From an optimization exercise on the open Yosys and OpenROAD flow, aimed at small area, a short achievable clock period and few clock cycles per item; shortcuts taken in it are not production practice.
In this exercise RTL edits were held to simulation tests only and were not proved equivalent to the original.

`config.mk`:
```
export PLATFORM = sky130hd
export DESIGN_NAME = aes_block_cipher
export DESIGN_NICKNAME = aes_block_cipher
export VERILOG_FILES = /design/flow/design.v
export SDC_FILE = /design/flow/constraint.sdc
export NUM_CORES = 8
export LEC_CHECK = 0
export CAP_MARGIN = 20
export CORE_MARGIN = 2
export CORE_UTILIZATION = 40
export PLACE_DENSITY = 0.5
export SETUP_SLACK_MARGIN = 4.5
export SLEW_MARGIN = 20
```
`constraint.sdc`:
```
create_clock -name core_clock -period 10.0 [get_ports {clk_i}]
set_input_delay 2.0000 -clock core_clock [delete_from_list [all_inputs] [get_ports {clk_i}]]
set_output_delay 2.0000 -clock core_clock [all_outputs]
set_load 0.01 [all_outputs]
```
`design.v`:
```
package aes_pkg;
  localparam int unsigned PaddrW = 6;
  localparam logic [1:0] KeyMode128 = 2'd0;
  localparam logic [1:0] KeyMode192 = 2'd1;
  localparam logic [2:0] RegKey0 = 3'd0;
  localparam logic [2:0] RegKey1 = 3'd1;
  localparam logic [2:0] RegKey2 = 3'd2;
  localparam logic [2:0] RegKey3 = 3'd3;
  localparam logic [2:0] RegMode = 3'd4;
  function automatic logic [7:0] xtime(input logic [7:0] x);
    xtime = {x[6:0], 1'b0} ^ (x[7] ? 8'h1b : 8'h00);
  endfunction
  function automatic logic [7:0] xtime_inv(input logic [7:0] x);
    xtime_inv = {1'b0, x[7:1]} ^ (x[0] ? 8'h8d : 8'h00);
  endfunction
  function automatic logic [7:0] sbox_fwd(input logic [7:0] u);
    logic T1, T2, T3, T4, T5, T6, T7, T8, T9, T10, T11, T12, T13, T14, T15, T16, T17, T18, T19, T20, T21, T22, T23, T24, T25, T26, T27, M1, M2, M3, M4, M5, M6, M7, M8, M9, M10, M11, M12, M13, M14, M15, M16, M17, M18, M19, M20, M21, M22, M23, M24, M25, M26, M27, M28, M29, M30, M31, M32, M33, M34, M35, M36, M37, M38, M39, M40, M41, M42, M43, M44, M45, M46, M47, M48, M49, M50, M51, M52, M53, M54, M55, M56, M57, M58, M59, M60, M61, M62, M63;
    logic L0, L1, L2, L3, L4, L5, L6, L7, L8, L9, L10, L11, L12, L13, L14, L15, L16, L17, L18, L19, L20, L21, L22, L23, L24, L25, L26, L27, L28, L29, S0, S1, S2, S3, S4, S5, S6, S7;
    T1 = u[7] ^ u[4];
    T2 = u[7] ^ u[2];
    T3 = u[7] ^ u[1];
    T4 = u[4] ^ u[2];
    T5 = u[3] ^ u[1];
    T6 = T1 ^ T5;
    T7 = u[6] ^ u[5];
    T8 = u[0] ^ T6;
    T9 = u[0] ^ T7;
    T10 = T6 ^ T7;
    T11 = u[6] ^ u[2];
    T12 = u[5] ^ u[2];
    T13 = T3 ^ T4;
    T14 = T6 ^ T11;
    T15 = T5 ^ T11;
    T16 = T5 ^ T12;
    T17 = T9 ^ T16;
    T18 = u[4] ^ u[0];
    T19 = T7 ^ T18;
    T20 = T1 ^ T19;
    T21 = u[1] ^ u[0];
    T22 = T7 ^ T21;
    T23 = T2 ^ T22;
    T24 = T2 ^ T10;
    T25 = T20 ^ T17;
    T26 = T3 ^ T16;
    T27 = T1 ^ T12;
    M1 = T13 & T6;
    M2 = T23 & T8;
    M3 = T14 ^ M1;
    M4 = T19 & u[0];
    M5 = M4 ^ M1;
    M6 = T3 & T16;
    M7 = T22 & T9;
    M8 = T26 ^ M6;
    M9 = T20 & T17;
    M10 = M9 ^ M6;
    M11 = T1 & T15;
    M12 = T4 & T27;
    M13 = M12 ^ M11;
    M14 = T2 & T10;
    M15 = M14 ^ M11;
    M16 = M3 ^ M2;
    M17 = M5 ^ T24;
    M18 = M8 ^ M7;
    M19 = M10 ^ M15;
    M20 = M16 ^ M13;
    M21 = M17 ^ M15;
    M22 = M18 ^ M13;
    M23 = M19 ^ T25;
    M24 = M22 ^ M23;
    M25 = M22 & M20;
    M26 = M21 ^ M25;
    M27 = M20 ^ M21;
    M28 = M23 ^ M25;
    M29 = M28 & M27;
    M30 = M26 & M24;
    M31 = M20 & M23;
    M32 = M27 & M31;
    M33 = M27 ^ M25;
    M34 = M21 & M22;
    M35 = M24 & M34;
    M36 = M24 ^ M25;
    M37 = M21 ^ M29;
    M38 = M32 ^ M33;
    M39 = M23 ^ M30;
    M40 = M35 ^ M36;
    M41 = M38 ^ M40;
    M42 = M37 ^ M39;
    M43 = M37 ^ M38;
    M44 = M39 ^ M40;
    M45 = M42 ^ M41;
    M46 = M44 & T6;
    M47 = M40 & T8;
    M48 = M39 & u[0];
    M49 = M43 & T16;
    M50 = M38 & T9;
    M51 = M37 & T17;
    M52 = M42 & T15;
    M53 = M45 & T27;
    M54 = M41 & T10;
    M55 = M44 & T13;
    M56 = M40 & T23;
    M57 = M39 & T19;
    M58 = M43 & T3;
    M59 = M38 & T22;
    M60 = M37 & T20;
    M61 = M42 & T1;
    M62 = M45 & T4;
    M63 = M41 & T2;
    L0 = M61 ^ M62;
    L1 = M50 ^ M56;
    L2 = M46 ^ M48;
    L3 = M47 ^ M55;
    L4 = M54 ^ M58;
    L5 = M49 ^ M61;
    L6 = M62 ^ L5;
    L7 = M46 ^ L3;
    L8 = M51 ^ M59;
    L9 = M52 ^ M53;
    L10 = M53 ^ L4;
    L11 = M60 ^ L2;
    L12 = M48 ^ M51;
    L13 = M50 ^ L0;
    L14 = M52 ^ M61;
    L15 = M55 ^ L1;
    L16 = M56 ^ L0;
    L17 = M57 ^ L1;
    L18 = M58 ^ L8;
    L19 = M63 ^ L4;
    L20 = L0 ^ L1;
    L21 = L1 ^ L7;
    L22 = L3 ^ L12;
    L23 = L18 ^ L2;
    L24 = L15 ^ L9;
    L25 = L6 ^ L10;
    L26 = L7 ^ L9;
    L27 = L8 ^ L10;
    L28 = L11 ^ L14;
    L29 = L11 ^ L17;
    S0 = L6 ^ L24;
    S1 = ~(L16 ^ L26);
    S2 = ~(L19 ^ L28);
    S3 = L6 ^ L21;
    S4 = L20 ^ L22;
    S5 = L25 ^ L29;
    S6 = ~(L13 ^ L27);
    S7 = ~(L6 ^ L23);
    sbox_fwd = {S0, S1, S2, S3, S4, S5, S6, S7};
  endfunction
  function automatic logic [7:0] aff_inv(input logic [7:0] x);
    aff_inv[0] = ~(x[2] ^ x[5] ^ x[7]);
    aff_inv[1] = x[0] ^ x[3] ^ x[6];
    aff_inv[2] = ~(x[1] ^ x[4] ^ x[7]);
    aff_inv[3] = x[0] ^ x[2] ^ x[5];
    aff_inv[4] = x[1] ^ x[3] ^ x[6];
    aff_inv[5] = x[2] ^ x[4] ^ x[7];
    aff_inv[6] = x[0] ^ x[3] ^ x[5];
    aff_inv[7] = x[1] ^ x[4] ^ x[6];
  endfunction
  function automatic logic [31:0] sub_word(input logic [31:0] w);
    sub_word = {sbox_fwd(w[31:24]), sbox_fwd(w[23:16]), sbox_fwd(w[15:8]), sbox_fwd(w[7:0])};
  endfunction
  function automatic logic [31:0] mix_col(input logic [31:0] c);
    logic [7:0] a0, a1, a2, a3;
    a0 = c[31:24]; a1 = c[23:16]; a2 = c[15:8]; a3 = c[7:0];
    mix_col = {xtime(a0 ^ a1) ^ a1 ^ a2 ^ a3,
               xtime(a1 ^ a2) ^ a2 ^ a3 ^ a0,
               xtime(a2 ^ a3) ^ a3 ^ a0 ^ a1,
               xtime(a3 ^ a0) ^ a0 ^ a1 ^ a2};
  endfunction
  function automatic logic [31:0] inv_pre(input logic [31:0] c);
    logic [7:0] a0, a1, a2, a3, u, v;
    a0 = c[31:24]; a1 = c[23:16]; a2 = c[15:8]; a3 = c[7:0];
    u = xtime(xtime(a0 ^ a2));
    v = xtime(xtime(a1 ^ a3));
    inv_pre = {a0 ^ u, a1 ^ v, a2 ^ u, a3 ^ v};
  endfunction
  function automatic logic [31:0] inv_mix_col(input logic [31:0] c);
    logic [7:0] a0, a1, a2, a3, u, v;
    a0 = c[31:24]; a1 = c[23:16]; a2 = c[15:8]; a3 = c[7:0];
    u = xtime(xtime(a0 ^ a2));
    v = xtime(xtime(a1 ^ a3));
    inv_mix_col = mix_col({a0 ^ u, a1 ^ v, a2 ^ u, a3 ^ v});
  endfunction
endpackage
module aes_datapath (
  input  logic         clk_i,
  input  logic         rst_ni,
  input  logic         ld_i,
  input  logic         sw_i,
  input  logic         d1_i,
  input  logic         p1_i,
  input  logic         selb_i,
  input  logic         spec_i,
  input  logic         d2_i,
  input  logic         p2_i,
  input  logic         park_i,
  input  logic         last2_i,
  input  logic         fin_i,
  input  logic         cap_i,
  input  logic [255:0] key_i,
  input  logic [1:0]   mode_i,
  input  logic [255:0] key_nx_i,       
  input  logic [1:0]   mode_nx_i,
  input  logic [128:0] in_i,
  output logic [127:0] out_o
);
  logic nk4, nk6, nk8;
  assign nk4 = (mode_i == aes_pkg::KeyMode128);
  assign nk6 = (mode_i == aes_pkg::KeyMode192);
  assign nk8 = !nk4 && !nk6;
  logic [255:0] k1_q, k2_q, dk_q;
  logic [31:0]  t1_q, sin2_q, dkt_q;
  logic [7:0]   rc1_q, rc2_q;
  logic [1:0]   ph1_q, ph2_q;
  function automatic logic [31:0] wd(input logic [255:0] w, input int j);
    wd = w[255-32*j -: 32];
  endfunction
  function automatic logic [1:0] ph_back(input logic [1:0] ph, input logic n6);
    ph_back = n6 ? ((ph == 2'd0) ? 2'd2 : ph - 2'd1) : {1'b0, !ph[0]};
  endfunction
  function automatic logic [31:0] f_sel(input logic [255:0] w, input logic [1:0] ph,
                                        input logic n4, input logic n6);
    if (n4)                f_sel = wd(w, 3);
    else if (!n6)          f_sel = wd(w, 7);
    else if (ph == 2'd0)   f_sel = wd(w, 5);
    else                   f_sel = wd(w, 0) ^ wd(w, 1) ^ wd(w, 5);
  endfunction
  function automatic logic [31:0] b_sel(input logic [255:0] w, input logic [1:0] ph,
                                        input logic n4, input logic n6);
    logic [1:0] bp;
    bp = ph_back(ph, n6);
    if (n4)                b_sel = wd(w, 3) ^ wd(w, 2);
    else if (!n6)          b_sel = wd(w, 3);
    else if (bp == 2'd0)   b_sel = wd(w, 1);
    else                   b_sel = wd(w, 3);
  endfunction
  logic [31:0] skey_q;
  always_ff @(posedge clk_i or negedge rst_ni)
    if (!rst_ni) skey_q <= '0;
    else         skey_q <= f_sel(key_nx_i, 2'd0, mode_nx_i == aes_pkg::KeyMode128,
                                 mode_nx_i == aes_pkg::KeyMode192);
  logic [31:0] k_in, k_sw;
  assign k_in = spec_i ? skey_q : sin2_q;
  assign k_sw = aes_pkg::sub_word(k_in);
  logic        f_rot, f_t0, f_t2, b_rot, b_t0, b_t2;
  logic [1:0]  b_ph, f_ph, ph_n;
  logic [7:0]  b_rc, f_rc, rc_n;
  logic [31:0] tf, tb, u;
  logic [31:0] s [8];
  logic [31:0] n0, n1, n2, n3, o0, o1, o2, o3;
  logic [255:0] w_n;
  logic [31:0]  sin_n;
  always_comb begin
    for (int j = 0; j < 8; j++) s[j] = wd(k1_q, j);
    f_rot = nk4 || (nk6 && ph1_q != 2'd2) || (nk8 && ph1_q == 2'd0);
    f_t0  = nk4 || nk8 || (nk6 && ph1_q == 2'd0);
    f_t2  = nk6 && ph1_q == 2'd1;
    f_rc  = f_rot ? aes_pkg::xtime(rc1_q) : rc1_q;
    f_ph  = nk6 ? ((ph1_q == 2'd2) ? 2'd0 : ph1_q + 2'd1) : {1'b0, !ph1_q[0]};
    b_ph  = ph_back(ph1_q, nk6);
    b_rot = nk4 || (nk6 && b_ph != 2'd2) || (nk8 && b_ph == 2'd0);
    b_t0  = nk4 || nk8 || (nk6 && b_ph == 2'd0);
    b_t2  = nk6 && b_ph == 2'd1;
    b_rc  = b_rot ? aes_pkg::xtime_inv(rc1_q) : rc1_q;
    tf = f_rot ? {t1_q[23:0], t1_q[31:24]} ^ {rc1_q, 24'h0} : t1_q;
    tb = b_rot ? {t1_q[23:0], t1_q[31:24]} ^ {b_rc, 24'h0} : t1_q;
    u  = f_t0 ? tf : s[5];
    n0 = s[0] ^ u;
    n1 = (s[0] ^ s[1]) ^ u;
    n2 = f_t2 ? (s[2] ^ tf) : ((s[0] ^ s[1] ^ s[2]) ^ u);
    n3 = f_t2 ? ((s[2] ^ s[3]) ^ tf) : ((s[0] ^ s[1] ^ s[2] ^ s[3]) ^ u);
    if (nk4) begin
      o3 = s[3] ^ s[2];
      o2 = s[2] ^ s[1];
      o1 = s[1] ^ s[0];
      o0 = s[0] ^ tb;
    end else if (nk6) begin
      o3 = s[5] ^ s[4];
      o2 = s[4] ^ (b_t2 ? tb : s[3]);
      o1 = s[3] ^ s[2];
      o0 = s[2] ^ (b_t0 ? tb : s[1]);
    end else begin
      o3 = s[7] ^ s[6];
      o2 = s[6] ^ s[5];
      o1 = s[5] ^ s[4];
      o0 = s[4] ^ tb;
    end
    if (d1_i) begin
      w_n  = {o0, o1, o2, o3, s[0], s[1], s[2], s[3]};
      rc_n = b_rc;
      ph_n = b_ph;
    end else begin
      if (nk4)      w_n = {n0, n1, n2, n3, n0, n1, n2, n3};
      else if (nk6) w_n = {s[4], s[5], n0, n1, n2, n3, n2, n3};
      else          w_n = {s[4], s[5], s[6], s[7], n0, n1, n2, n3};
      rc_n = f_rc;
      ph_n = f_ph;
    end
    if (d1_i) begin                               
      if (nk4)                   sin_n = s[3] ^ s[1];
      else if (!nk6)             sin_n = s[7] ^ s[6];
      else if (b_ph == 2'd1)     sin_n = s[3] ^ s[2];
      else                       sin_n = s[5] ^ s[4];
    end else if (selb_i) begin                    
      if (nk4)                   sin_n = s[3];
      else if (!nk6)             sin_n = s[7];
      else                       sin_n = n1;
    end else begin                                
      sin_n = (nk6 && f_ph == 2'd1) ? (s[4] ^ s[5] ^ n3) : n3;
    end
  end
  logic [7:0] rc_end;
  assign rc_end = nk4 ? 8'h6c : nk6 ? 8'h1b : 8'h80;
  always_ff @(posedge clk_i) begin
    begin
      if (ld_i && in_i[128]) begin
        k1_q  <= dk_q;
        t1_q  <= dkt_q;
        rc1_q <= rc_end;
        ph1_q <= 2'd0;
      end else if (ld_i || sw_i) begin
        k1_q  <= key_i;
        t1_q  <= k_sw;
        rc1_q <= 8'h01;
        ph1_q <= 2'd0;
      end else begin
        k1_q  <= k2_q;
        t1_q  <= k_sw;
        rc1_q <= rc2_q;
        ph1_q <= ph2_q;
      end
      k2_q   <= w_n;
      sin2_q <= sin_n;
      rc2_q  <= rc_n;
      ph2_q  <= ph_n;
      if (cap_i) begin
        dk_q  <= k2_q;
        dkt_q <= k_sw;
      end
    end
  end
  logic [127:0] st_q, r_q, out_q;
  function automatic logic [127:0] shift_rows(input logic [127:0] x);
    for (int c = 0; c < 4; c++)
      for (int r = 0; r < 4; r++)
        shift_rows[127-8*(r+4*c) -: 8] = x[127-8*(r+4*((c+r)%4)) -: 8];
  endfunction
  function automatic logic [127:0] inv_shift_rows(input logic [127:0] x);
    for (int c = 0; c < 4; c++)
      for (int r = 0; r < 4; r++)
        inv_shift_rows[127-8*(r+4*((c+r)%4)) -: 8] = x[127-8*(r+4*c) -: 8];
  endfunction
  function automatic logic [127:0] inv_shift_aff(input logic [127:0] x);
    for (int c = 0; c < 4; c++)
      for (int r = 0; r < 4; r++)
        inv_shift_aff[127-8*(r+4*((c+r)%4)) -: 8] = aes_pkg::aff_inv(x[127-8*(r+4*c) -: 8]);
  endfunction
  logic [127:0] sb;
  always_comb
    for (int n = 0; n < 16; n++) sb[127-8*n -: 8] = aes_pkg::sbox_fwd(st_q[127-8*n -: 8]);
  logic [127:0] rk, v, x, mi, m, y;
  assign rk = p2_i ? 128'h0 : k2_q[255:128];    
  always_comb begin
    for (int n = 0; n < 16; n++)
      v[127-8*n -: 8] = d2_i ? aes_pkg::aff_inv(r_q[127-8*n -: 8]) : r_q[127-8*n -: 8];
    x = v ^ rk;
    for (int c = 0; c < 4; c++)
      mi[127-32*c -: 32] = d2_i ? aes_pkg::inv_pre(x[127-32*c -: 32]) : v[127-32*c -: 32];
    for (int c = 0; c < 4; c++) m[127-32*c -: 32] = aes_pkg::mix_col(mi[127-32*c -: 32]);
    y = (last2_i || p2_i) ? x : (d2_i ? m : m ^ rk);
  end
  logic [127:0] z;
  logic         zdec;
  always_comb begin
    if (ld_i) begin
      z    = in_i[127:0] ^ (in_i[128] ? dk_q[255:128] : key_i[255:128]);
      zdec = in_i[128];
    end else begin
      z    = y;
      zdec = d2_i && !park_i;
    end
  end
  always_ff @(posedge clk_i) begin
    if (zdec) st_q <= inv_shift_aff(z);
    else      st_q <= shift_rows(z);
    r_q <= p1_i ? inv_shift_rows(st_q) : sb;
    if (fin_i) out_q <= y;
  end
  assign out_o = out_q;
endmodule
module aes_ctrl (
  input  logic       clk_i,
  input  logic       rst_ni,
  input  logic       key_dirty_i,    
  input  logic [1:0] mode_i,
  input  logic       in_valid_i,
  output logic       in_stall_o,
  input  logic       in_action_i,
  output logic       out_valid_o,
  input  logic       out_stall_i,
  output logic       ld_o,           
  output logic       sw_o,           
  output logic       d1_o,           
  output logic       p1_o,           
  output logic       selb_o,         
  output logic       spec_o,         
  output logic       d2_o,           
  output logic       p2_o,           
  output logic       last2_o,        
  output logic       fin_o,          
  output logic       park_o,         
  output logic       cap_o           
);
  logic       a1_q, w1_q, d1_q, p1_q, g1_q, a2_q, w2_q, d2_q, p2_q, g2_q;
  logic       vo_q, dk_ok_q, head_q, tag_q;
  logic       l1_q, l2_q;            
  logic       spec_q, dk_ok_d;
  logic [3:0] n1_q, n2_q, nr;
  logic       done2, p2free, sink_free;
  assign nr = (mode_i == aes_pkg::KeyMode128) ? 4'd10 :
              (mode_i == aes_pkg::KeyMode192) ? 4'd12 : 4'd14;
  assign sink_free = !vo_q || !out_stall_i;
  assign last2_o   = l2_q;
  assign done2     = a2_q && (last2_o || p2_q);         
  assign fin_o     = done2 && !w2_q && (g2_q == head_q) && sink_free;
  assign park_o    = done2 && !w2_q && !fin_o;
  assign cap_o     = a2_q && !p2_q && !d2_q && last2_o && !dk_ok_q;
  assign p2free    = !a2_q || (done2 && !park_o);
  assign spec_o    = spec_q;
  assign d1_o      = d1_q;
  assign d2_o      = d2_q;
  assign p1_o      = p1_q;
  assign p2_o      = p2_q;
  assign selb_o    = d1_q || (!dk_ok_q && l1_q);
  logic ready_any, ready_head, st_sink_ok, st_sink_held;
  assign ready_any    = !a2_q || (done2 && w2_q);               
  assign ready_head   = done2 && !w2_q && (g2_q == head_q);     
  assign st_sink_ok   = !ready_any && !ready_head;              
  assign st_sink_held = !ready_any && !(ready_head && !vo_q);   
  always_comb begin
    case ({out_stall_i, in_action_i})
      2'b00:   in_stall_o = st_sink_ok   || cap_o;
      2'b01:   in_stall_o = st_sink_ok   || !dk_ok_q;
      2'b10:   in_stall_o = st_sink_held || cap_o;
      default: in_stall_o = st_sink_held || !dk_ok_q;
    endcase
  end
  assign ld_o        = in_valid_i && !in_stall_o;
  assign sw_o        = in_valid_i && in_action_i && !dk_ok_q && !a1_q && !a2_q;
  assign out_valid_o = vo_q;
  assign dk_ok_d = key_dirty_i ? 1'b0 : (cap_o ? 1'b1 : dk_ok_q);
  always_ff @(posedge clk_i or negedge rst_ni) begin
    if (!rst_ni) begin
      l1_q <= 1'b0; l2_q <= 1'b0; spec_q <= 1'b1;
      a1_q <= 1'b0; w1_q <= 1'b0; d1_q <= 1'b0; p1_q <= 1'b0; g1_q <= 1'b0; n1_q <= '0;
      a2_q <= 1'b0; w2_q <= 1'b0; d2_q <= 1'b0; p2_q <= 1'b0; g2_q <= 1'b0; n2_q <= '0;
      vo_q <= 1'b0;
      dk_ok_q <= 1'b0;
      head_q <= 1'b0;
      tag_q <= 1'b0;
    end else begin
      dk_ok_q <= dk_ok_d;
      spec_q  <= !a1_q || p1_q || (l1_q && !(!p1_q && !d1_q && !dk_ok_d));
      l2_q <= l1_q;
      a2_q <= a1_q; w2_q <= w1_q; d2_q <= d1_q; p2_q <= p1_q; g2_q <= g1_q; n2_q <= n1_q;
      if (ld_o || sw_o) begin
        a1_q <= 1'b1; w1_q <= sw_o; d1_q <= ld_o && in_action_i; p1_q <= 1'b0;
        g1_q <= tag_q; n1_q <= 4'd1; l1_q <= 1'b0;
      end else begin
        a1_q <= a2_q && !(done2 && !park_o);
        w1_q <= w2_q;
        d1_q <= d2_q && !park_o;
        p1_q <= park_o;
        g1_q <= g2_q;
        n1_q <= n2_q + 4'd1;
        l1_q <= (n2_q + 4'd1 == nr);
      end
      if (ld_o) tag_q <= !tag_q;
      if (fin_o) begin
        vo_q   <= 1'b1;
        head_q <= !head_q;
      end else if (!out_stall_i) begin
        vo_q <= 1'b0;
      end
    end
  end
endmodule
module aes_block_cipher (
  input  logic                      clk_i,
  input  logic                      rst_ni,
  input  logic                      in_valid_i,
  output logic                      in_stall_o,
  input  logic [128:0]              in_data_i,    
  output logic                      out_valid_o,
  input  logic                      out_stall_i,
  output logic [127:0]              out_data_o,   
  input  logic                      psel,
  input  logic                      penable,
  input  logic                      pwrite,
  input  logic [aes_pkg::PaddrW-1:0] paddr,
  input  logic [63:0]               pwdata,
  output logic [63:0]               prdata,
  output logic                      pready
);
  logic [63:0] key_q [4];
  logic [1:0]  mode_q;
  logic        wr, dirty;
  logic [2:0]  ridx;
  logic ld, sw, d1, p1, selb, spec, d2, p2, last2, fin, park, cap;
  assign pready = 1'b1;
  assign wr    = psel && penable && pwrite;
  assign ridx  = paddr[5:3];
  assign dirty = wr && (ridx <= aes_pkg::RegMode);
  logic [63:0] key_d [4];
  logic [1:0]  mode_d;
  always_comb begin
    for (int i = 0; i < 4; i++) key_d[i] = (wr && ridx == 3'(i)) ? pwdata : key_q[i];
    mode_d = (wr && ridx == aes_pkg::RegMode) ? pwdata[1:0] : mode_q;
  end
  always_ff @(posedge clk_i or negedge rst_ni) begin
    if (!rst_ni) begin
      for (int i = 0; i < 4; i++) key_q[i] <= '0;
      mode_q <= '0;
    end else begin
      for (int i = 0; i < 4; i++) key_q[i] <= key_d[i];
      mode_q <= mode_d;
    end
  end
  logic [63:0] rd_lo, rd_hi, rd_key;
  always_comb begin
    rd_lo  = paddr[3] ? key_q[1] : key_q[0];
    rd_hi  = paddr[3] ? key_q[3] : key_q[2];
    rd_key = paddr[4] ? rd_hi : rd_lo;
    if (!paddr[5])                prdata = rd_key;
    else if (paddr[4:3] == 2'd0)  prdata = {62'd0, mode_q};
    else                          prdata = '0;
  end
  aes_ctrl u_ctrl (
    .clk_i, .rst_ni,
    .key_dirty_i (dirty),
    .mode_i      (mode_q),
    .in_valid_i,
    .in_stall_o,
    .in_action_i (in_data_i[128]),
    .out_valid_o,
    .out_stall_i,
    .ld_o    (ld),
    .sw_o    (sw),
    .d1_o    (d1),
    .p1_o    (p1),
    .selb_o  (selb),
    .spec_o  (spec),
    .d2_o    (d2),
    .p2_o    (p2),
    .last2_o (last2),
    .fin_o   (fin),
    .park_o  (park),
    .cap_o   (cap)
  );
  aes_datapath u_dp (
    .clk_i, .rst_ni,
    .ld_i    (ld),
    .sw_i    (sw),
    .d1_i    (d1),
    .p1_i    (p1),
    .selb_i  (selb),
    .spec_i  (spec),
    .d2_i    (d2),
    .p2_i    (p2),
    .park_i  (park),
    .last2_i (last2),
    .fin_i   (fin),
    .cap_i   (cap),
    .key_i   ({key_q[0], key_q[1], key_q[2], key_q[3]}),
    .mode_i  (mode_q),
    .key_nx_i  ({key_d[0], key_d[1], key_d[2], key_d[3]}),
    .mode_nx_i (mode_d),
    .in_i    (in_data_i),
    .out_o   (out_data_o)
  );
endmodule
```
`flow/run.sh`:
```
#!/bin/bash
# Own layout flow: the standard flow (standard.sh) unchanged, except that
#  - the synthesis's ABC technology-mapping step runs flow/abc.script (area-recovering &nf
#    mapping) in place of ORFS's abc_speed.script; registers are mapped before ABC runs, so
#    they are the standard ones;
#  - clock tree synthesis runs with its usual arguments plus -dont_use_dummy_load (no dummy
#    load cells added to balance the tree), building the tree from clkbuf_8 cells only.
set -euo pipefail
here=$(pwd)
cat > "$here/own_synth.tcl" <<TCL
# replace the -script argument of every abc call with this flow's mapping script
proc abc {args} {
  set i [lsearch -exact \$args -script]
  if {\$i >= 0} { set args [lreplace \$args [expr {\$i + 1}] [expr {\$i + 1}] $here/flow/abc.script] }
  yosys abc {*}\$args
}
source $here/synth_recipe.tcl
TCL
sed "s#SYNTH_SCRIPT=[^ ]*#SYNTH_SCRIPT=$here/own_synth.tcl#" standard.sh > own_standard.sh
bash own_standard.sh "CTS_ARGS=-sink_clustering_enable -repair_clock_nets -dont_use_dummy_load -buf_list sky130_fd_sc_hd__clkbuf_8" \
  finish > "$here/flow.log" 2>&1
```
`flow/abc.script`:
```
&get -n
&st
&dch
&nf -R 1000
&put
topo
stime -c
buffer -c
upsize -c
dnsize -c
```
`standard.sh`:
```
#!/bin/bash
# synth_recipe.tcl (not shown) runs the flow's synth.tcl, then flattens the netlist and writes it again
# the make line also repeats each setting of config.mk as NAME=value (left out here)
make -C /OpenROAD-flow-scripts/flow DESIGN_CONFIG=/design/flow/config.mk WORK_HOME=/design/flow/orfs CLKGATE_MAP_FILE= SYNTH_SCRIPT=/design/flow/synth_recipe.tcl "${@:-finish}"
```
==> impl_metrics.py, run 1 <==
metrics = {
    "outcome": {
        "status": "timing/DRC/antenna clean",
    },
    "synth": {
        "netlist_instances": 12101,
        "synth_edf_count": 416,
        "seq_area_frac_synth_pct": 35.8,
        "yosysWarnings": 6,
        "ys_types": 75,
        "syn_area_um2": 105000,
        "avgSynthCellArea_um2": 8.65,
        "synthFlopType": "dfxtp_1",
        "ys_ff_latch": 1583,
        "async_flop_share_pct": 19.9,
        "yosys.area.top_type_share_pct": 17.7,
        "yosysMostFrequentCell": "xnor2_1",
        "ys_top_cells_by_count": "2115 x xnor2_1, 1307 x nand2_1, 1265 x o21ai_0",
        "synth.area.top_cells": "xnor2_1 18%, dfxtp_1 16%, edfxtp_1 12%",
        "synth_fp_nets": 12352,
        "synth_top_cell_by_area": "xnor2_1",
    },
    "timing": {
        "maxSlewHeadroom_pct": 13.1,
        "min_period_over_period_pct": 55.6,
        "fin_hold_ws_ns": 0.346,
        "finalHoldViolCount": 0,
        "fin_crit_ns": 5.56,
        "clock.fmax_ghz": 0.180,
        "finalWorstSetupSlack_ns": 4.44,
        "rsz0062_at_grt": "yes",
        "skew_ns": 0.134,
        "tightest_slew_ns": 1.29,
        "finalSetupViolations": 0,
        "slew_violations": 0,
        "fin_setup_tns_ns": 0,
    },
    "worst_setup_path": {
        "path_class": "in2out",
        "cp_slowest_cell": "dlygate4sd2_1",
        "crit_arrival_ns": 3.56,
        "crit_path_max_fanout": 12,
        "worstPathRequired_ns": 8.00,
        "cp_top_family": "buffers and inverters",
        "path_buf_inv": 5,
        "path_cells": "buf_6, nor2b_4, buf_12, buf_4, buf_16, a22oi_1, a21oi_2, dlygate4sd2_1",
        "cp-end-kind": "output port",
        "r2r_setup_slack_ns": 4.58,
        "worstReg2RegStart": "u_ctrl.p2_q",
        "rr_endpoint": "u_ctrl.a1_q",
        "ff2ff_path_depth": 38,
        "start_kind": "input pin",
        "max_stage_delay_ns": 0.33,
    },
    "finish": {
        "drive_gt1_share_pct": 11.5,
        "finalNetCount": 12653,
        "synthToLayoutAreaGrowth_pct": 14.7,
    },
    "min_path": {
        "min_to": "u_ctrl.n2_q[3]",
        "hold_path.class": "reg2reg",
        "worstHoldStart": "u_ctrl.n1_q[3]",
        "hold_depth": 0,
    },
    "cts": {
        "cts.sinks": 1583,
        "cts_inserted_buffers": 306,
        "ctsHtreeMaxLevel": 5,
        "clockRootBuffer": "clkbuf_8",
        "cts.hold.buffers_added": 0,
        "clk_latency_ns": 1.07,
        "path_clk_slew_ns": 0.05,
        "clockBufferDepth": 4,
        "cts_tree": "yes",
    },
    "global_routing": {
        "grtUsageTotal_pct": 35.8,
        "antenna_found_initial": 55,
        "grt_max_degree": 191,
        "grt_pass1_vias": 86355,
        "grt_first_pass_wirelength_um": 671000,
        "grt_overflow_total": 0,
    },
    "detailed_routing": {
        "drc": 0,
        "drt-total-wl_um": 494000,
        "viasPerCell": 5.69,
        "wl_met1_um": 193000,
        "wl_met2_um": 218000,
        "dr_wl_met3_um": 39200,
        "top_layer": "met5",
        "vias": 90623,
        "ant_nets": 0,
        "detail_route.iter0.violations": 9321,
        "wl_per_cell_um": 31.0,
        "dr.pass1.iters": 9,
    },
    "placement": {
        "preCtsSetupSlack_ns": 2.69,
        "portBuffers": 396,
        "place_hpwl_um": 367000,
        "gp_congestion": 0.987,
    },
    "floorplan": {
        "die_h_um": 516,
        "fp.dieW_um": 516,
        "die-area_um2": 266000,
        "initial_core_util_pct": 40.3,
        "ioPinCount": 401,
        "core-area_um2": 260000,
        "std_cell_rows": 187,
    },
    "flow_run": {
        "maxCapViolations": 0,
    },
}
[worst reg2reg max path, delay by kind of cell, from the launching register on]
family	cells	cell delay (ns)
buffers and inverters	32	3.99
AO/OA/AOI/OAI	2	0.21
AND/OR/NAND/NOR	4	0.65
flip-flops	1	0.56
[routing by layer]
layer  track usage [%]  up-vias
met2              55.2     4063
met3              7.82     1062
li1                  -    41061
met4              26.9        6
met1              43.6    44431
met5                 0        -
[cell usage in the layout (no fill, tap or decap), types with 20 or more instances in the layout]
cell type,netlist,routed
mux2_2,275,275
xor2_2,10,54
xnor2_1,2115,2028
ha_1,45,45
mux2i_1,223,198
o21ai_2,1,46
nand2b_1,166,166
mux2i_4,6,27
o22ai_1,60,60
a22oi_1,290,288
a31oi_1,25,24
dfrtp_1,314,309
nor2b_1,112,108
a21o_1,29,27
a211oi_1,32,31
clkdlybuf4s50_1,0,325
dfxtp_1,852,852
xnor2_2,25,112
clkbuf_8,0,307
a221oi_1,20,20
diode_2,0,41
xor2_1,1206,1157
a21oi_1,896,771
o21ai_1,56,71
o21ai_0,1265,1204
buf_2,27,23
nor2_1,1170,1157
buf_12,1,40
nor3_1,35,33
nand2_1,1307,1302
nand3_1,136,135
inv_1,48,48
buf_4,7,238
a22o_1,45,45
a21oi_2,0,116
edfxtp_1,416,416
[metrics by stage]
step	utilization [%]	instance area [um2]	instances
final	46.2	120000	15937
after global routing	46.2	120000	15922
after CTS	45.6	118000	15833
after detailed placement	43.2	112000	15436
after global placement	43.2	112000	15435
after floorplan	-	105000	12101
[kinds of logic after synthesis]
logic type | synth area share [%]
flip-flops | 35.8
AO/OA/AOI/OAI | 15.0
XOR/XNOR | 28.5
other | 0.00358
buffers and inverters | 2.87
adder cells (fa/ha/maj) | 0.538
AND/OR/NAND/NOR | 11.8
multiplexers | 5.47
[how the worst max path moves through the flow]
stage / start / end / slack, ns / depth (start not counted)
floorplan: out_stall_i / in_stall_o / 0.96 / 5
global placement: paddr[3] / prdata[37] / 2.67 / 6
detailed placement: paddr[3] / prdata[37] / 2.69 / 6
CTS: paddr[4] / prdata[42] / 4.22 / 7
global route: u_ctrl.spec_q / u_dp.t1_q[18] / 4.42 / 22
finish: paddr[4] / prdata[20] / 4.44 / 8
[final cells by class]
type                       count  area, um2
sequential                  1583      37500
timing repair buffer         706       7140
tap                         3496       4370
clock buffer                 306       4210
inverter                      54        204
multi-input combinational   9751      66600
fill                       25204     140000
antenna                       41        103
[flip-flops by register name, summed over array words and instances, names as in the netlist, 2 cells and up]
name	count
u_dp.ph2_q	2
u_ctrl.n1_q	4
u_dp.out_q	128
u_dp.ph1_q	2
u_dp.t1_q	32
u_dp.r_q	128
u_dp.dkt_q	32
u_dp.sin2_q	32
u_dp.k2_q	256
u_dp.rc2_q	8
u_dp.st_q	128
u_dp.dk_q	256
mode_q	2
u_ctrl.n2_q	4
u_dp.k1_q	256
u_dp.skey_q	32
u_dp.rc1_q	8
key_q	256
[timing repair]
item,4_1_cts,5_1_grt
pin swaps,35,55
gates resized for setup,334,243
setup buffers,78,56
setup endpoints to repair,523,270
endpoints found under the hold margin,0,0
gates cloned,13,6
Testbench counts, summed over its fixed seeds: cycles 17,529, blocks 1,280.
==> run 2, diff against run 1 <==
--- a/design.v
+++ b/design.v
@@ -188,12 +188,11 @@
   input  logic         ld_i,
   input  logic         sw_i,
   input  logic         d1_i,
-  input  logic         p1_i,
   input  logic         selb_i,
   input  logic         spec_i,
   input  logic         d2_i,
   input  logic         p2_i,
-  input  logic         park_i,
+  input  logic         zd_i,
   input  logic         last2_i,
   input  logic         fin_i,
   input  logic         cap_i,
@@ -345,11 +344,6 @@
       for (int r = 0; r < 4; r++)
         shift_rows[127-8*(r+4*c) -: 8] = x[127-8*(r+4*((c+r)%4)) -: 8];
   endfunction
-  function automatic logic [127:0] inv_shift_rows(input logic [127:0] x);
-    for (int c = 0; c < 4; c++)
-      for (int r = 0; r < 4; r++)
-        inv_shift_rows[127-8*(r+4*((c+r)%4)) -: 8] = x[127-8*(r+4*c) -: 8];
-  endfunction
   function automatic logic [127:0] inv_shift_aff(input logic [127:0] x);
     for (int c = 0; c < 4; c++)
       for (int r = 0; r < 4; r++)
@@ -377,13 +371,13 @@
       zdec = in_i[128];
     end else begin
       z    = y;
-      zdec = d2_i && !park_i;
+      zdec = zd_i;
     end
   end
   always_ff @(posedge clk_i) begin
     if (zdec) st_q <= inv_shift_aff(z);
     else      st_q <= shift_rows(z);
-    r_q <= p1_i ? inv_shift_rows(st_q) : sb;
+    r_q <= sb;
     if (fin_i) out_q <= y;
   end
   assign out_o = out_q;
@@ -401,14 +395,13 @@
   output logic       ld_o,           
   output logic       sw_o,           
   output logic       d1_o,           
-  output logic       p1_o,           
   output logic       selb_o,         
   output logic       spec_o,         
   output logic       d2_o,           
   output logic       p2_o,           
   output logic       last2_o,        
   output logic       fin_o,          
-  output logic       park_o,         
+  output logic       zd_o,           
   output logic       cap_o           
 );
   logic       a1_q, w1_q, d1_q, p1_q, g1_q, a2_q, w2_q, d2_q, p2_q, g2_q;
@@ -416,25 +409,24 @@
   logic       l1_q, l2_q;            
   logic       spec_q, dk_ok_d;
   logic [3:0] n1_q, n2_q, nr;
-  logic       done2, p2free, sink_free;
+  logic       done2, hold2, sink_free;
   assign nr = (mode_i == aes_pkg::KeyMode128) ? 4'd10 :
               (mode_i == aes_pkg::KeyMode192) ? 4'd12 : 4'd14;
   assign sink_free = !vo_q || !out_stall_i;
   assign last2_o   = l2_q;
-  assign done2     = a2_q && (last2_o || p2_q);         
-  assign fin_o     = done2 && !w2_q && (g2_q == head_q) && sink_free;
-  assign park_o    = done2 && !w2_q && !fin_o;
+  assign done2     = a2_q && !w2_q && ((last2_o && !p2_q) || (p2_q && d2_q));
+  assign fin_o     = done2 && (g2_q == head_q) && sink_free;
+  assign hold2     = a2_q && !w2_q && (last2_o || p2_q) && !fin_o;    
+  assign zd_o      = hold2 ? (p2_q && !d2_q) : d2_q;
   assign cap_o     = a2_q && !p2_q && !d2_q && last2_o && !dk_ok_q;
-  assign p2free    = !a2_q || (done2 && !park_o);
   assign spec_o    = spec_q;
   assign d1_o      = d1_q;
   assign d2_o      = d2_q;
-  assign p1_o      = p1_q;
   assign p2_o      = p2_q;
   assign selb_o    = d1_q || (!dk_ok_q && l1_q);
   logic ready_any, ready_head, st_sink_ok, st_sink_held;
-  assign ready_any    = !a2_q || (done2 && w2_q);               
-  assign ready_head   = done2 && !w2_q && (g2_q == head_q);     
+  assign ready_any    = !a2_q || (w2_q && last2_o);             
+  assign ready_head   = done2 && (g2_q == head_q);              
   assign st_sink_ok   = !ready_any && !ready_head;              
   assign st_sink_held = !ready_any && !(ready_head && !vo_q);   
   always_comb begin
@@ -467,10 +459,10 @@
         a1_q <= 1'b1; w1_q <= sw_o; d1_q <= ld_o && in_action_i; p1_q <= 1'b0;
         g1_q <= tag_q; n1_q <= 4'd1; l1_q <= 1'b0;
       end else begin
-        a1_q <= a2_q && !(done2 && !park_o);
+        a1_q <= a2_q && !fin_o && !(w2_q && last2_o);
         w1_q <= w2_q;
-        d1_q <= d2_q && !park_o;
-        p1_q <= park_o;
+        d1_q <= zd_o;
+        p1_q <= hold2;
         g1_q <= g2_q;
         n1_q <= n2_q + 4'd1;
         l1_q <= (n2_q + 4'd1 == nr);
@@ -506,7 +498,7 @@
   logic [1:0]  mode_q;
   logic        wr, dirty;
   logic [2:0]  ridx;
-  logic ld, sw, d1, p1, selb, spec, d2, p2, last2, fin, park, cap;
+  logic ld, sw, d1, selb, spec, d2, p2, last2, fin, zd, cap;
   assign pready = 1'b1;
   assign wr    = psel && penable && pwrite;
   assign ridx  = paddr[5:3];
@@ -547,14 +539,13 @@
     .ld_o    (ld),
     .sw_o    (sw),
     .d1_o    (d1),
-    .p1_o    (p1),
     .selb_o  (selb),
     .spec_o  (spec),
     .d2_o    (d2),
     .p2_o    (p2),
     .last2_o (last2),
     .fin_o   (fin),
-    .park_o  (park),
+    .zd_o    (zd),
     .cap_o   (cap)
   );
   aes_datapath u_dp (
@@ -562,12 +553,11 @@
     .ld_i    (ld),
     .sw_i    (sw),
     .d1_i    (d1),
-    .p1_i    (p1),
     .selb_i  (selb),
     .spec_i  (spec),
     .d2_i    (d2),
     .p2_i    (p2),
-    .park_i  (park),
+    .zd_i    (zd),
     .last2_i (last2),
     .fin_i   (fin),
     .cap_i   (cap),
==> run 2 against run 1 <==
  * Sequential share of layout area is 0.38 points higher
  * Hold slack lost 0.0030 ns
  * Global-route usage is 0.93 points lower
  * Routed wire length shrank 2.7%
  * Critical path depth rose by 1
  * Die area shrank 0.40%
  * Still clean on timing, DRC and antenna
  * Synthesized cell count is 1.9% lower
  * Setup slack lost 0.033 ns
  * Maximum frequency decreased by 0.59%
==> impl_metrics.py, run 2 <==
metrics = {
    "outcome": {
        "status": "timing/DRC/antenna clean",
    },
    "timing": {
        "slew_violations": 0,
        "tightest_slew_ns": 1.25,
        "clock.fmax_ghz": 0.179,
        "fin_setup_tns_ns": 0,
        "rsz0062_at_grt": "yes",
        "skew_ns": 0.138,
        "finalSetupViolations": 0,
        "finalHoldViolCount": 0,
        "fin_crit_ns": 5.59,
        "maxSlewHeadroom_pct": 16.5,
        "min_period_over_period_pct": 55.9,
    },
    "worst_setup_path": {
        "path_cells": "buf_12, nor2b_4, buf_12, buf_4, buf_16, buf_6, a22oi_1, a21oi_2, buf_2",
        "cp_slowest_cell": "a21oi_2",
        "worstPathRequired_ns": 8.00,
        "crit_arrival_ns": 3.59,
        "path_buf_inv": 6,
        "cp_common_cell": "buf_12",
        "crit_path_max_fanout": 7,
        "cp-end-kind": "output port",
        "cp_top_family": "buffers and inverters",
        "max_stage_delay_ns": 0.35,
        "path_class": "in2out",
        "start_kind": "input pin",
    },
    "synth": {
        "yosysWarnings": 6,
        "synth_fp_nets": 12125,
        "netlist_instances": 11874,
        "synth_edf_count": 416,
        "async_flop_share_pct": 19.9,
        "avgSynthCellArea_um2": 8.78,
        "yosys.area.top_type_share_pct": 17.8,
        "syn_area_um2": 104000,
        "ys_types": 75,
        "synth_top_cell_by_area": "xnor2_1",
        "seq_area_frac_synth_pct": 35.9,
        "synthFlopType": "dfxtp_1",
        "ys_ff_latch": 1583,
        "ys_top_cells_by_count": "2123 x xnor2_1, 1234 x nor2_1, 1217 x nand2_1",
        "synth.area.top_cells": "xnor2_1 18%, dfxtp_1 16%, edfxtp_1 12%",
        "yosysMostFrequentCell": "xnor2_1",
    },
    "cts": {
        "cts_inserted_buffers": 307,
        "clockBufferDepth": 4,
        "cts_tree": "yes",
        "ctsHtreeMaxLevel": 5,
        "path_clk_slew_ns": 0.06,
        "clockRootBuffer": "clkbuf_8",
        "cts.sinks": 1583,
        "clk_latency_ns": 1.10,
    },
    "global_routing": {
        "grtUsageTotal_pct": 34.8,
        "antenna_found_initial": 53,
        "grt_max_degree": 241,
        "grt_overflow_total": 0,
        "grt_first_pass_wirelength_um": 652000,
        "grt_pass1_vias": 85091,
    },
    "finish": {
        "design_area_um2": 119000,
        "multi_input_comb_area_um2": 65500,
        "seqCellArea_um2": 37500,
        "layout_commonest_cell": "xnor2_1",
        "finalNetCount": 12413,
        "synthToLayoutAreaGrowth_pct": 13.8,
        "mostFrequentLayoutCells": "2078 x xnor2_1, 1217 x nor2_1, 1213 x nand2_1",
        "drive_gt1_share_pct": 10.5,
        "n_fill_cell": 25339,
    },
    "floorplan": {
        "std_cell_rows": 187,
        "initial_core_util_pct": 40.2,
        "fp.dieW_um": 514,
        "die_h_um": 514,
        "core-area_um2": 259000,
        "die-area_um2": 265000,
        "ioPinCount": 401,
    },
    "detailed_routing": {
        "viasPerCell": 5.67,
        "ant_nets": 0,
        "drt-total-wl_um": 481000,
        "drc": 0,
        "detail_route.iter0.violations": 9323,
        "dr.pass1.iters": 7,
        "vias": 88452,
        "wl_per_cell_um": 30.8,
    },
    "placement": {
        "portBuffers": 396,
        "place_hpwl_um": 355000,
        "gp_congestion": 0.986,
        "place_area_um2": 112000,
    },
    "min_path": {
        "hold_path.class": "reg2reg",
    },
    "flow_run": {
        "maxCapViolations": 0,
    },
}
==> run 2: repair_timing <==
item,in CTS,in global routing
gates cloned,14,5
pin swaps,36,58
endpoints found under the setup margin,243,234
endpoints found under the hold margin,0,0
hold buffers,0,0
setup buffers,42,51
gates resized for setup,321,206
==> run 2: per-stage QoR <==
step,cells,utilization [%],hold slack (ns),worst slack (ns)
after CTS,15506,45.1,0.337,4.29
after global routing,15581,45.7,0.354,4.44
final,15612,45.7,0.343,4.41
after detailed placement,15143,43.0,0.335,2.88
after global placement,15142,43.0,0.333,2.89
after floorplan,11874,-,0.331,1.17
==> run 2: kinds of logic (layout without fill, tap and decap cells) <==
family                   Yosys count  count (layout)  share of synthesized area, %
flip-flops                      1583            1583                          35.9
multiplexers                     558             558                          5.99
other                              1              51                       0.00360
AO/OA/AOI/OAI                   2623            2623                          14.1
adder cells (fa/ha/maj)           45              45                         0.540
AND/OR/NAND/NOR                 2926            2929                          11.5
XOR/XNOR                        3390            3390                          29.1
buffers and inverters            748            1031                          2.83
==> run 2: path summary, 6_finish.rpt <==
check                                 end  cells after the start  slack (ns)            from
max in group asynchronous    key_q[0][10]                      2        7.65          rst_ni
min in group asynchronous    key_q[0][57]                      1        0.85          rst_ni
setup / recovery               prdata[52]                      9        4.41        paddr[3]
hold reg to reg            u_ctrl.n2_q[1]                      0        0.34  u_ctrl.n1_q[1]
setup reg to reg           u_dp.sin2_q[5]                     13        4.58       mode_q[1]
hold / removal             u_ctrl.n2_q[1]                      0        0.34  u_ctrl.n1_q[1]
==> run 2: area by class of cell <==
class | instances | share of cell area (%)
repair buffers | 648 | 5.69
multi-input cells | 9546 | 55.2
diodes | 50 | 0.105
flip-flops and latches | 1583 | 31.6
inverters | 76 | 0.240
clock buffers | 307 | 3.56
well taps | 3402 | 3.59
==> run 2: metal layers <==
layer	vias up	routed length, um	GRT usage [%]
li1	40203	-	-
met1	43379	186000	42.3
met2	3864	213000	54.4
met3	1000	39200	7.55
met4	6	42100	25.4
met5	-	42	0
Testbench counts of run 2, summed over its fixed seeds: cycles 17,529, blocks 1,280.
==> run 3, diff against run 2 <==
--- a/config.mk
+++ b/config.mk
@@ -9,5 +9,5 @@
 export CORE_MARGIN = 2
 export CORE_UTILIZATION = 40
 export PLACE_DENSITY = 0.5
-export SETUP_SLACK_MARGIN = 4.5
+export SETUP_SLACK_MARGIN = 4.75
 export SLEW_MARGIN = 20
==> run 3 against run 2 <==
  * Flip-flop and latch count unchanged
  * Hold slack about the same
  * Still clean on timing, DRC and antenna
  * First-iteration DRC count shrank 1.2%
  * Register-to-register slack gained 0.15 ns
  * Clock skew is 0.0056 ns higher
  * Synthesized cell count unchanged
  * Maximum frequency grew 3.3%
  * Sequential share of layout area shrank 0.65 points
  * Via count is 0.45% higher
  * Count of clock-buffer cells in the layout did not move
  * Highest routed layer unchanged
  * Final cell count up 0.42%
==> impl_metrics.py, run 3 <==
metrics = {
    "cts": {
        "cts_inserted_buffers": 307,
        "cts.sinks": 1583,
        "cts.hold.buffers_added": 0,
        "path_clk_slew_ns": 0.06,
        "clockRootBuffer": "clkbuf_8",
        "clockBufferDepth": 4,
        "cts_tree": "yes",
        "ctsHtreeMaxLevel": 5,
        "clk_latency_ns": 1.12,
    },
    "outcome": {
        "status": "timing/DRC/antenna clean",
    },
    "global_routing": {
        "grt_max_degree": 241,
        "grtUsageTotal_pct": 35.0,
        "grt_overflow_total": 0,
        "grt_first_pass_wirelength_um": 655000,
        "grt_pass1_vias": 85382,
        "antenna_found_initial": 61,
    },
    "worst_setup_path": {
        "crit_path_max_fanout": 8,
        "start_kind": "input pin",
        "worstPathRequired_ns": 8.00,
        "path_class": "in2out",
        "crit_arrival_ns": 3.41,
        "worstReg2RegStart": "u_ctrl.p2_q",
        "startpoint": "paddr[4]",
        "cp-end-kind": "output port",
    },
    "synth": {
        "synth_fp_nets": 12125,
        "avgSynthCellArea_um2": 8.78,
        "synth_edf_count": 416,
        "ys_top_cells_by_count": "2123 x xnor2_1, 1234 x nor2_1, 1217 x nand2_1",
        "synth.area.top_cells": "xnor2_1 18%, dfxtp_1 16%, edfxtp_1 12%",
        "ys_ff_latch": 1583,
        "yosysMostFrequentCell": "xnor2_1",
        "netlist_instances": 11874,
        "syn_area_um2": 104000,
        "synth_top_cell_by_area": "xnor2_1",
        "seq_area_frac_synth_pct": 35.9,
        "synthFlopType": "dfxtp_1",
        "async_flop_share_pct": 19.9,
        "ys_types": 75,
        "yosys.area.top_type_share_pct": 17.8,
        "yosysWarnings": 6,
    },
    "detailed_routing": {
        "vias": 88851,
        "ant_nets": 0,
        "drt-total-wl_um": 482000,
        "detail_route.iter0.violations": 9207,
        "wl_per_cell_um": 30.7,
        "drc": 0,
        "dr.pass1.iters": 8,
        "viasPerCell": 5.67,
    },
    "floorplan": {
        "ioPinCount": 401,
        "die-area_um2": 265000,
        "core-area_um2": 259000,
        "fp.dieW_um": 514,
        "die_h_um": 514,
        "std_cell_rows": 187,
        "initial_core_util_pct": 40.2,
    },
    "timing": {
        "finalWorstSetupSlack_ns": 4.59,
        "finalSetupViolations": 0,
        "min_period_over_period_pct": 54.1,
        "fin_setup_tns_ns": 0,
        "tightest_slew_ns": 1.36,
        "slew_violations": 0,
        "maxSlewHeadroom_pct": 9.22,
        "clock.fmax_ghz": 0.185,
        "rsz0062_at_grt": "yes",
        "fin_crit_ns": 5.41,
        "finalHoldViolCount": 0,
        "skew_ns": 0.143,
    },
    "finish": {
        "layout_commonest_cell": "xnor2_1",
        "drive_gt1_share_pct": 12.9,
        "mostFrequentLayoutCells": "2015 x xnor2_1, 1213 x nor2_1, 1212 x nand2_1",
        "finalNetCount": 12481,
        "n_fill_cell": 25131,
        "synthToLayoutAreaGrowth_pct": 16.2,
    },
    "placement": {
        "place_hpwl_um": 355000,
        "preCtsSetupSlack_ns": 2.88,
        "gp_congestion": 0.986,
        "portBuffers": 396,
    },
    "min_path": {
        "hold_path.class": "reg2reg",
        "worstHoldStart": "u_ctrl.n1_q[1]",
    },
    "flow_run": {
        "maxCapViolations": 0,
    },
}
==> run 3: what timing repair did <==
item,4_1_cts,5_1_grt
gates resized for setup,619,326
setup buffers,82,75
setup endpoints to repair,307,297
pin swaps,109,156
gates cloned,18,5
==> run 3: kinds of logic (layout without fill, tap and decap cells) <==
group	Yosys count	count (layout)	synth area share [%]
XOR/XNOR	3390	3390	29.1
AND/OR/NAND/NOR	2926	2930	11.5
AO/OA/AOI/OAI	2623	2623	14.1
flip-flops	1583	1583	35.9
buffers and inverters	748	1098	2.83
multiplexers	558	558	5.99
adder cells (fa/ha/maj)	45	45	0.540
other	1	48	0.00360
==> run 3: layout make-up <==
type	count	area, um2	share of cell area [%]
Antenna cell	47	118	0.0971
Clock buffer	307	4230	3.49
Sequential cell	1583	37500	30.9
Timing Repair Buffer	715	7650	6.32
Tap cell	3402	4260	3.51
Inverter	76	285	0.236
Multi-Input combinational cell	9547	67100	55.4
==> run 3: path summary, 6_finish.rpt <==
kind,end,slack [ns],cells after the start
setup / recovery,prdata[53],4.59,8
hold reg to reg,u_ctrl.n2_q[1],0.34,0
hold / removal,u_ctrl.n2_q[1],0.34,0
max in group asynchronous,key_q[2][10],7.68,2
min in group asynchronous,key_q[0][57],0.84,1
setup reg to reg,u_dp.st_q[112],4.73,16
==> run 3: routing by layer <==
metal | track usage, % | wire, um | vias up
met2 | 54.5 | 215000 | 3905
met4 | 25.7 | 41700 | 8
li1 | - | - | 40326
met3 | 7.76 | 39000 | 1071
met5 | 0 | 57 | -
met1 | 42.4 | 186000 | 43541
==> run 3: worst max-delay path: stages <==
cell and delay [ns]:
buf_12 0.10, nor2b_4 0.18, buf_12 0.20, buf_16 0.20
buf_12 0.13, a22oi_2 0.08, a21oi_2 0.30, buf_2 0.19
==> run 3: stage by stage <==
stage               util [%]  instances  hold slack, ns  instance area [um2]
global placement        43.0      15142           0.333               112000
detailed placement      43.0      15143           0.335               112000
global route            46.7      15652           0.354               121000
floorplan                  -      11874           0.331               104000
CTS                     45.6      15550           0.337               118000
finish                  46.7      15677           0.343               121000
==> run 4, diff against run 3 <==
==> run.sh (new file) <==
#!/bin/bash
# synth_recipe.tcl (not shown) runs the flow's synth.tcl, then flattens the netlist and writes it again
# the make line also repeats each setting of config.mk as NAME=value (left out here)
make -C /OpenROAD-flow-scripts/flow DESIGN_CONFIG=/design/flow/config.mk WORK_HOME=/design/flow/orfs CLKGATE_MAP_FILE= SYNTH_SCRIPT=/design/flow/synth_recipe.tcl finish
removed: flow/run.sh
removed: flow/abc.script
removed: standard.sh
==> run 4 against run 3 <==
  * Count of clock-buffer cells in the layout fell by 53
  * Utilization decreased by 0.40 points
  * Via count is 24% higher
  * Routed wire length is 17% higher
  * Hold slack better by 0.0042 ns
  * Die area is 22% higher
==> impl_metrics.py, run 4 <==
metrics = {
    "floorplan": {
        "fp.dieW_um": 568,
        "die-area_um2": 322000,
        "die_h_um": 568,
        "std_cell_rows": 207,
        "initial_core_util_pct": 40.1,
        "ioPinCount": 401,
        "core-area_um2": 317000,
    },
    "cts": {
        "cts.sinks": 1583,
        "ctsHtreeMaxLevel": 4,
        "cts.hold.buffers_added": 0,
        "cts_tree": "yes",
        "clockRootBuffer": "clkbuf_16",
        "path_clk_slew_ns": 0.06,
        "cts_inserted_buffers": 184,
        "clockBufferDepth": 4,
        "clk_latency_ns": 0.92,
    },
    "detailed_routing": {
        "vias": 109936,
        "dr.pass1.iters": 9,
        "wl_per_cell_um": 30.5,
        "detail_route.iter0.violations": 13131,
        "drc": 0,
        "ant_nets": 0,
        "drt-total-wl_um": 562000,
        "viasPerCell": 5.97,
    },
    "worst_setup_path": {
        "path_cells": "buf_16, buf_12, buf_16, buf_12, mux4_2, nor2b_1, buf_2",
        "rr_endpoint": "u_dp.st_q[32]",
        "startpoint": "paddr[4]",
        "cp_slowest_cell": "mux4_2",
        "worstPathRequired_ns": 8.00,
        "r2r_setup_slack_ns": 4.67,
        "start_kind": "input pin",
        "cp_top_family": "buffers and inverters",
        "path_class": "in2out",
        "ff2ff_path_depth": 13,
        "path_buf_inv": 5,
        "cp-end-kind": "output port",
        "worstReg2RegStart": "u_ctrl.d2_q",
        "max_stage_delay_ns": 0.55,
        "crit_arrival_ns": 3.40,
        "crit_path_max_fanout": 7,
    },
    "placement": {
        "portBuffers": 396,
        "place_hpwl_um": 415000,
        "gp_congestion": 0.995,
        "place_area_um2": 135000,
    },
    "synth": {
        "synth_top_cell_by_area": "dfxtp_1",
        "seq_area_frac_synth_pct": 29.4,
        "avgSynthCellArea_um2": 9.05,
        "async_flop_share_pct": 19.9,
        "ys_top_cells_by_count": "1894 x xnor2_1, 1554 x nor2_1, 1065 x a21oi_1",
        "yosys.area.top_type_share_pct": 13.4,
        "synthFlopType": "dfxtp_1",
        "ys_types": 119,
        "syn_area_um2": 127000,
        "yosysMostFrequentCell": "xnor2_1",
        "ys_ff_latch": 1583,
        "synth_edf_count": 416,
        "synth.area.top_cells": "dfxtp_1 13%, xnor2_1 13%, edfxtp_1 9.8%",
        "yosysWarnings": 6,
        "netlist_instances": 14060,
        "synth_fp_nets": 14311,
    },
    "finish": {
        "synthToLayoutAreaGrowth_pct": 15.5,
        "drive_gt1_share_pct": 14.4,
        "layout_commonest_cell": "xnor2_1",
        "design_area_um2": 147000,
        "mostFrequentLayoutCells": "1770 x xnor2_1, 1537 x nor2_1, 982 x a21oi_1",
        "finalNetCount": 14299,
    },
    "timing": {
        "slew_violations": 0,
        "fin_setup_tns_ns": 0,
        "min_period_over_period_pct": 54.0,
        "clock.fmax_ghz": 0.185,
        "skew_ns": 0.0995,
        "fin_hold_ws_ns": 0.348,
        "finalHoldViolCount": 0,
        "fin_crit_ns": 5.40,
        "maxSlewHeadroom_pct": 18.3,
        "rsz0062_at_grt": "yes",
        "finalSetupViolations": 0,
        "tightest_slew_ns": 1.21,
    },
    "min_path": {
        "worstHoldStart": "u_ctrl.n1_q[3]",
        "hold_path.class": "reg2reg",
        "hold_depth": 0,
        "min_to": "u_ctrl.n2_q[3]",
    },
    "global_routing": {
        "grt_overflow_total": 0,
        "grt_pass1_vias": 101983,
        "grtUsageTotal_pct": 33.5,
        "grt_max_degree": 149,
        "grt_first_pass_wirelength_um": 784000,
        "antenna_found_initial": 71,
    },
    "outcome": {
        "status": "timing/DRC/antenna clean",
    },
    "flow_run": {
        "maxCapViolations": 0,
    },
}
==> run 4: cell count changes after synthesis, moves of 231 or more <==
cell / delta
a22oi_1: -231
mux2i_1: +368
nand2_1: -255
nor2_1: +320
o21ai_0: -400
xnor3_1: +274
==> run 4: logic make-up (layout without fill, tap and decap cells) <==
kind of cell	count (synthesis)	after routing	share of synthesized area, %
compound gates	3180	3181	16.0
xor+xnor	3369	3373	28.1
fa+ha+maj	54	54	0.514
buf+inv	1363	1501	4.51
flops	1583	1583	29.4
mux	1087	1087	9.77
other cells	1	37	0.00295
simple gates	3423	3423	11.7
==> run 4: worst register-to-register path: cells and delay by family (launching register included) <==
family                    cells  cell delay [ns]
DFF                           1             0.57
buffers and inverters         1             0.39
AOI/OAI and AO/OA             1             0.17
muxes                         4             1.62
xor gates and xnor gates      6             2.40
and+or+nand+nor               1             0.06
==> run 4: layer usage <==
metal / up-vias / track usage [%] / wire length (um)
li1: 49153 / - / -
met1: 54562 / 45.1 / 234000
met2: 5271 / 49.0 / 238000
met3: 926 / 6.36 / 48100
met4: 24 / 21.5 / 41200
met5: - / 0 / 167
==> run 4: final cells by class <==
cell class / instances / area [um2]
tap: 4180 / 5230
clock buffer: 254 / 5370
timing repair buffer: 861 / 8490
antenna: 36 / 90.1
sequential: 1583 / 37500
fill: 30236 / 170000
clock inverter: 87 / 1100
timing repair inverter: 1 / 5.00
inverter: 298 / 1140
multi-input combinational: 11119 / 87900
==> run 4: timing repair <==
| item | CTS | global route |
|---|---|---|
| pin swaps | 21 | 34 |
| cloned | 16 | 5 |
| setup endpoints to repair | 448 | 315 |
| resized for setup | 584 | 351 |
| buffers inserted | 101 | 77 |
==> run 4: worst max-delay path by stage <==
| stage | to | slack [ns] | cells past startpoint |
|---|---|---|---|
| CTS | prdata[31] | 4.53 | 6 |
| finish | prdata[8] | 4.60 | 7 |
| global route | u_dp.st_q[77] | 4.57 | 13 |
| detailed placement | prdata[59] | 3.40 | 5 |
| global placement | prdata[0] | 3.38 | 6 |
| floorplan | u_dp.dk_q[0] | 3.79 | 9 |
==> run 4: through the flow <==
stage          setup slack (ns)  cells  util [%]
2_1_floorplan              3.79  14060         -
3_3_place_gp               3.38  17839      42.4
3_5_place_dp               3.40  17842      42.5
4_1_cts                    4.53  18300      45.5
5_1_grt                    4.57  18394      46.3
6_report                   4.60  18419      46.3

==> what the ideal ports hide <==
How much do the figures lean on ideal ports? The routed layouts below were timed once more, with nothing changed but the port constraints.
Step 1 (the two cells are an assumption about what drives the block):
set clk [get_ports {clk_i}]
set_driving_cell -lib_cell sky130_fd_sc_hd__clkbuf_16 $clk
set_driving_cell -lib_cell sky130_fd_sc_hd__buf_2 [delete_from_list [all_inputs] $clk]
Step 2, shift: input delay + t, output delay - t, t = (earliest + latest rising clock arrival at the registers) / 2. This alone moves slack from input paths to output paths.
a / b / c = ideal ports / drivers / drivers and shift; a / b = the first two.
| run | t (ns) | slack for setup (ns) | worst setup path at the end | worst data-port slew with drivers (ns) |
|---|---|---|---|---|
| run 1 | 1.095 | 4.441 / 4.390 / 3.522 | input to register | 0.16 |
| run 2 | 1.139 | 4.408 / 4.341 / 3.728 | input to register | 0.19 |
| run 3 | 1.142 | 4.586 / 4.517 / 3.853 | input to register | 0.18 |
| run 4 | 0.982 | 4.598 / 4.198 / 3.925 | input to register | 0.45 |
After both steps every run listed still meets setup and hold. For run 1, which loses most, drivers alone change the setup slack by -0.051 ns; drivers and shift together by -0.919 ns.
